From an optimization exercise on the open Yosys and OpenROAD flow, aimed at small area, a short achievable clock period and few clock cycles per item; shortcuts taken in it are not production practice. The RTL was checked by simulation tests, not by an equivalence proof against the original design.

==> sierra: inputs <==
Design wqe_fetch_top, start of the top module:
module wqe_fetch_top
#(
    parameter int MAX_QP   = 16,
    parameter int SQ_DEPTH = 4096,
    parameter int BODY     = 32          
)(
    input  logic                  clk,
    input  logic                  rst_n,
    output logic                  o_fetch_ready,
    input  logic                  i_arbit_val,
    input  logic [QPID_WIDTH-1:0] i_qp_idx,
    input  logic [MAX_QP-1:0]     i_active,
    input  logic [MAX_QP-1:0]     i_wqe_cache_alfull,
    input  logic [ADDR_WIDTH-1:0] i_sq_base,
    output logic [ADDR_WIDTH-1:0] o_axi_araddr,
    output logic                  o_axi_arvalid,
    input  logic                  i_axi_arready,
    input  logic [WQE_WIDTH-1:0]  i_axi_rdata,
    input  logic                  i_axi_rvalid,
    output logic                  o_axi_rready,
    output logic                  o_wqe_cache_wr,
    output logic [WQE_WIDTH-1:0]  o_wqe,
    input  logic [MAX_QP-1:0]     i_wqe_cache_full
);
    localparam int PI_WIDTH = $clog2(SQ_DEPTH);
    localparam int BA       = $clog2(BODY);
    localparam int OFF_LSB  = $clog2(WQE_BYTES);
    localparam int OFF_W    = ADDR_WIDTH - OFF_LSB;
    logic                  g_valid;
    logic [MAX_QP-1:0]     g_sel;       
    logic [QPID_WIDTH-1:0] g_qp;
    logic [PI_WIDTH-1:0]   sq_pi  [MAX_QP];
    logic                  pi_init;
  ...
clock: 8.0 ns
lec_check: 0
cap_margin: 0
core_area: 10 10 410 410
die_area: 0 0 420 420
setup_slack_margin: 4.1
slew_margin: 0
standard.sh (not shown) runs the stock make flow with config.mk's settings and CLKGATE_MAP_FILE= SYNTH_SCRIPT=/design/flow/synth_recipe.tcl, a recipe that flattens the netlist after the stock synthesis.
==> flow/flow/run.sh <==
#!/bin/bash
# The standard layout (standard.sh) with these changes:
# - port buffers are buf_1 (buffer_ports picks a larger, slower delay cell otherwise);
# - flow/ties.tcl: each constant output gets a buf_1 in place of its own tie cell, and
#   neighbouring buffers share one tie cell (fewer tie cells with an unused pin);
# - flow/rready.tcl: the o_axi_rready = ~i_wqe_cache_full[hd_qp] cone is rebuilt as a
#   decoder of hd_qp and a shallow a22oi/nand4/nor2 tree from the full inputs;
# - CTS uses clkbuf_4 with small sink clusters and adds no dummy loads.
# make's output (every tool run) goes to standard.log; ORFS keeps per-step logs too.
set -euo pipefail
here=$(pwd)
export BUFFER_PORTS_ARGS="-buffer_cell sky130_fd_sc_hd__buf_1"
export POST_GLOBAL_PLACE_TCL=$here/flow/ties.tcl
export POST_FLOORPLAN_TCL=$here/flow/rready.tcl
export CTS_ARGS="-sink_clustering_enable -repair_clock_nets -dont_use_dummy_load -buf_list {sky130_fd_sc_hd__clkbuf_4} -sink_clustering_size 9 -sink_clustering_max_diameter 30"
bash standard.sh > standard.log 2>&1
==> flow/flow/rready.tcl <==
# Run at the end of floorplan (POST_FLOORPLAN_TCL). Rebuilds the cone that drives
# o_axi_rready = ~i_wqe_cache_full[hd_qp] as a decoder of the (early) hd_qp register
# and a shallow tree from the (late) full inputs (a22oi, nand4, nor2) that drives the
# port and every internal load; the cone synthesis made is then left without loads
# and removed.
set block [ord::get_db_block]
set db [ord::get_db]
set pnet [[$block findBTerm o_axi_rready] getNet]
set ndrv 0
set mnet NULL
foreach it [$pnet getITerms] {
  if {[$it isOutputSignal]} {
    # when synthesis drove the port through an inverter, its input carries
    # i_wqe_cache_full[hd_qp] to the internal logic too: that net gets the new cone
    set old [$it getInst]
    if {[regexp {__(clk)?inv_} [[$old getMaster] getName]]} {
      set mnet [[$old findITerm A] getNet]
    }
    $it disconnect
    incr ndrv
  }
}
if {$ndrv != 1} { error "rready.tcl: o_axi_rready has $ndrv drivers" }
proc cell {master name} {
  set m [[ord::get_db] findMaster $master]
  return [odb::dbInst_create [ord::get_db_block] $m $name]
}
proc pin {inst term net} {
  [$inst findITerm $term] connect $net
}
set full {}
set q {NULL NULL NULL NULL}
foreach inst [$block getInsts] {
  if {[regexp {^hd_qp\\?\[([0-3])\\?\]\$} [$inst getName] -> b]} {
    lset q $b [[$inst findITerm Q] getNet]
  }
}
set nq {}
for {set b 0} {$b < 4} {incr b} {
  set n [lindex $q $b]
  if {$n eq "NULL"} { error "rready.tcl: no register hd_qp\[$b\]" }
  set c [cell sky130_fd_sc_hd__inv_1 rready_inv_$b]
  set m [odb::dbNet_create $block rready_nq$b]
  pin $c A $n
  pin $c Y $m
  lappend nq $m
}
set sel {}
for {set i 0} {$i < 16} {incr i} {
  lappend full [[$block findBTerm "i_wqe_cache_full\[$i\]"] getNet]
  set c [cell sky130_fd_sc_hd__and4_1 rready_dec_$i]
  set m [odb::dbNet_create $block rready_sel$i]
  foreach t {A B C D} b {0 1 2 3} {
    pin $c $t [lindex [expr {($i >> $b) & 1 ? $q : $nq}] $b]
  }
  pin $c X $m
  lappend sel $m
}
set y {}
for {set k 0} {$k < 8} {incr k} {
  set c [cell sky130_fd_sc_hd__a22oi_1 rready_a22oi_$k]
  set n [odb::dbNet_create $block rready_y$k]
  pin $c A1 [lindex $full [expr {2 * $k}]]
  pin $c A2 [lindex $sel [expr {2 * $k}]]
  pin $c B1 [lindex $full [expr {2 * $k + 1}]]
  pin $c B2 [lindex $sel [expr {2 * $k + 1}]]
  pin $c Y $n
  lappend y $n
}
set z {}
for {set j 0} {$j < 2} {incr j} {
  set c [cell sky130_fd_sc_hd__nand4_1 rready_nand4_$j]
  set n [odb::dbNet_create $block rready_z$j]
  foreach t {A B C D} k {0 1 2 3} { pin $c $t [lindex $y [expr {4 * $j + $k}]] }
  pin $c Y $n
  lappend z $n
}
set c [cell sky130_fd_sc_hd__nor2_1 rready_nor2]
pin $c A [lindex $z 0]
pin $c B [lindex $z 1]
pin $c Y $pnet
if {$mnet ne "NULL"} {
  set mdrv 0
  foreach it [$mnet getITerms] {
    if {[$it isOutputSignal]} {
      $it disconnect
      incr mdrv
    }
  }
  if {$mdrv != 1} { error "rready.tcl: i_wqe_cache_full\[hd_qp\] net has $mdrv drivers" }
  # a copy of the nand4 level for the internal loads keeps them off the port's path
  set zi {}
  for {set j 0} {$j < 2} {incr j} {
    set c [cell sky130_fd_sc_hd__nand4_1 rready_int_nand4_$j]
    set n [odb::dbNet_create $block rready_zi$j]
    foreach t {A B C D} k {0 1 2 3} { pin $c $t [lindex $y [expr {4 * $j + $k}]] }
    pin $c Y $n
    lappend zi $n
  }
  set c [cell sky130_fd_sc_hd__or2_1 rready_or2]
  pin $c A [lindex $zi 0]
  pin $c B [lindex $zi 1]
  pin $c X $mnet
}
set before [llength [$block getInsts]]
eliminate_dead_logic
puts "rready.tcl: o_axi_rready rebuilt as decoder and a22oi/nand4/nor2, [expr {$before - [llength [$block getInsts]]}] cells of the old cone removed"
Other scripts of this flow, unchanged in this note and not shown: flow/flow/ties.tcl
==> yarrow (differences from sierra) <==
==> flow/flow/run.sh (replaced) <==
#!/bin/bash
# Standard layout with four changes: port buffers are buf_1, constant outputs share
# tie cells through per-port buffers (flow/ties.tcl), o_axi_rready gets a shallow
# cone of its own (flow/rready.tcl), and CTS adds no dummy loads.
set -euo pipefail
here=$(pwd)
export BUFFER_PORTS_ARGS="-buffer_cell sky130_fd_sc_hd__buf_1"
export POST_GLOBAL_PLACE_TCL=$here/flow/ties.tcl
export POST_FLOORPLAN_TCL=$here/flow/rready.tcl
export CTS_ARGS="-sink_clustering_enable -repair_clock_nets -dont_use_dummy_load -buf_list {sky130_fd_sc_hd__clkbuf_4} -sink_clustering_size 9 -sink_clustering_max_diameter 30"
bash standard.sh > standard.log 2>&1
--- a/flow/flow/rready.tcl
+++ b/flow/flow/rready.tcl
@@ -9,11 +9,4 @@
 set ndrv 0
-set mnet NULL
 foreach it [$pnet getITerms] {
   if {[$it isOutputSignal]} {
-    # when synthesis drove the port through an inverter, its input carries
-    # i_wqe_cache_full[hd_qp] to the internal logic too: that net gets the new cone
-    set old [$it getInst]
-    if {[regexp {__(clk)?inv_} [[$old getMaster] getName]]} {
-      set mnet [[$old findITerm A] getNet]
-    }
     $it disconnect
@@ -31,12 +24,9 @@
 set full {}
-set q {NULL NULL NULL NULL}
-foreach inst [$block getInsts] {
-  if {[regexp {^hd_qp\\?\[([0-3])\\?\]\$} [$inst getName] -> b]} {
-    lset q $b [[$inst findITerm Q] getNet]
-  }
-}
+set q {}
 set nq {}
 for {set b 0} {$b < 4} {incr b} {
-  set n [lindex $q $b]
-  if {$n eq "NULL"} { error "rready.tcl: no register hd_qp\[$b\]" }
+  set n [$block findNet "hd_qp\\\[$b\\\]"]
+  if {$n eq "NULL"} { set n [$block findNet "hd_qp\[$b\]"] }
+  if {$n eq "NULL"} { error "rready.tcl: no net hd_qp\[$b\]" }
+  lappend q $n
   set c [cell sky130_fd_sc_hd__inv_1 rready_inv_$b]
@@ -81,25 +71,2 @@
 pin $c Y $pnet
-if {$mnet ne "NULL"} {
-  set mdrv 0
-  foreach it [$mnet getITerms] {
-    if {[$it isOutputSignal]} {
-      $it disconnect
-      incr mdrv
-    }
-  }
-  if {$mdrv != 1} { error "rready.tcl: i_wqe_cache_full\[hd_qp\] net has $mdrv drivers" }
-  # a copy of the nand4 level for the internal loads keeps them off the port's path
-  set zi {}
-  for {set j 0} {$j < 2} {incr j} {
-    set c [cell sky130_fd_sc_hd__nand4_1 rready_int_nand4_$j]
-    set n [odb::dbNet_create $block rready_zi$j]
-    foreach t {A B C D} k {0 1 2 3} { pin $c $t [lindex $y [expr {4 * $j + $k}]] }
-    pin $c Y $n
-    lappend zi $n
-  }
-  set c [cell sky130_fd_sc_hd__or2_1 rready_or2]
-  pin $c A [lindex $zi 0]
-  pin $c B [lindex $zi 1]
-  pin $c X $mnet
-}
 set before [llength [$block getInsts]]
==> results_dict.tcl <==
set metrics [dict create \
    status "finished clean" \
    startpoint_type "primary input" \
    p_clk_frac 0.154 \
    wl_met3_um 24600 \
    min_from "bwp[5]" \
    worstMarginPinSlew_ps 1070 \
    regMostFlops "sq_pi" \
    n_tap_cell 2072 \
    grt_max_degree 41 \
    drc 0 \
    largest_class "sequential cells" \
    max_freq_mhz 260 \
    wire_per_inst_um 25.7 \
    final_cell_mix "edfxtp_1, buf_1, nor2_1" \
    num_vias 10700 \
    drtAntennaViolNets 0 \
    dpl-instance-area_sq_um 19600 \
    crit_family "simple AND/OR/NAND/NOR gates" \
]
(the above is from sierra)
==> results_dict.tcl <==
set metrics [dict create \
    status "stopped before the end" \
    lastStage "floorplan (2_1_floorplan)" \
    error_line "Error: floorplan.tcl, 161 rready.tcl: no net hd_qp[0]" \
    yosys-top-cells-count "buf_4, edfxtp_1, nor2_1" \
    synthXorXnorAreaFrac 0.0166 \
    syn_inst 1439 \
    muxShareOfSynthArea 0.0550 \
    synth-simple-area-share 0.0586 \
    synth_top_family_by_area "buffers and inverters" \
    synth_seq_cells 386 \
    yosysTopAreaCell "edfxtp_1" \
]
(the above is from yarrow)
Testbench counts of sierra, summed over its fixed seeds: cycles 11,267, items 8,000.
Testbench counts of yarrow, summed over its fixed seeds: cycles 11,267, items 8,000.

-- re-timing with driven ports --
In the flow no input, the clock included, has a driving cell. The finished layout below was timed again as built, in two steps.
Step 1, drivers: a clkbuf_16 drives clk and a buf_2 each remaining input, both assumed.
Step 2 also shifts input and output timing later by t, the mid clock arrival at the registers, as if the neighbouring blocks saw the same clock.
a / b / c = ideal / step 1 / step 2; a / b = the first two.
run: sierra
shift t [ns]: 0.785
slack for setup (ns): 4.151 / 4.126 / 3.711
worst hold slack (ns): 0.473 / 0.473 / 0.473
worst register clock-pin slew, ns: 0.11 / 0.11
cell pins on the clock port's net: 1
After both steps sierra still meets setup and hold. For sierra, drivers alone change the setup slack by -0.025 ns; drivers and shift together by -0.440 ns.
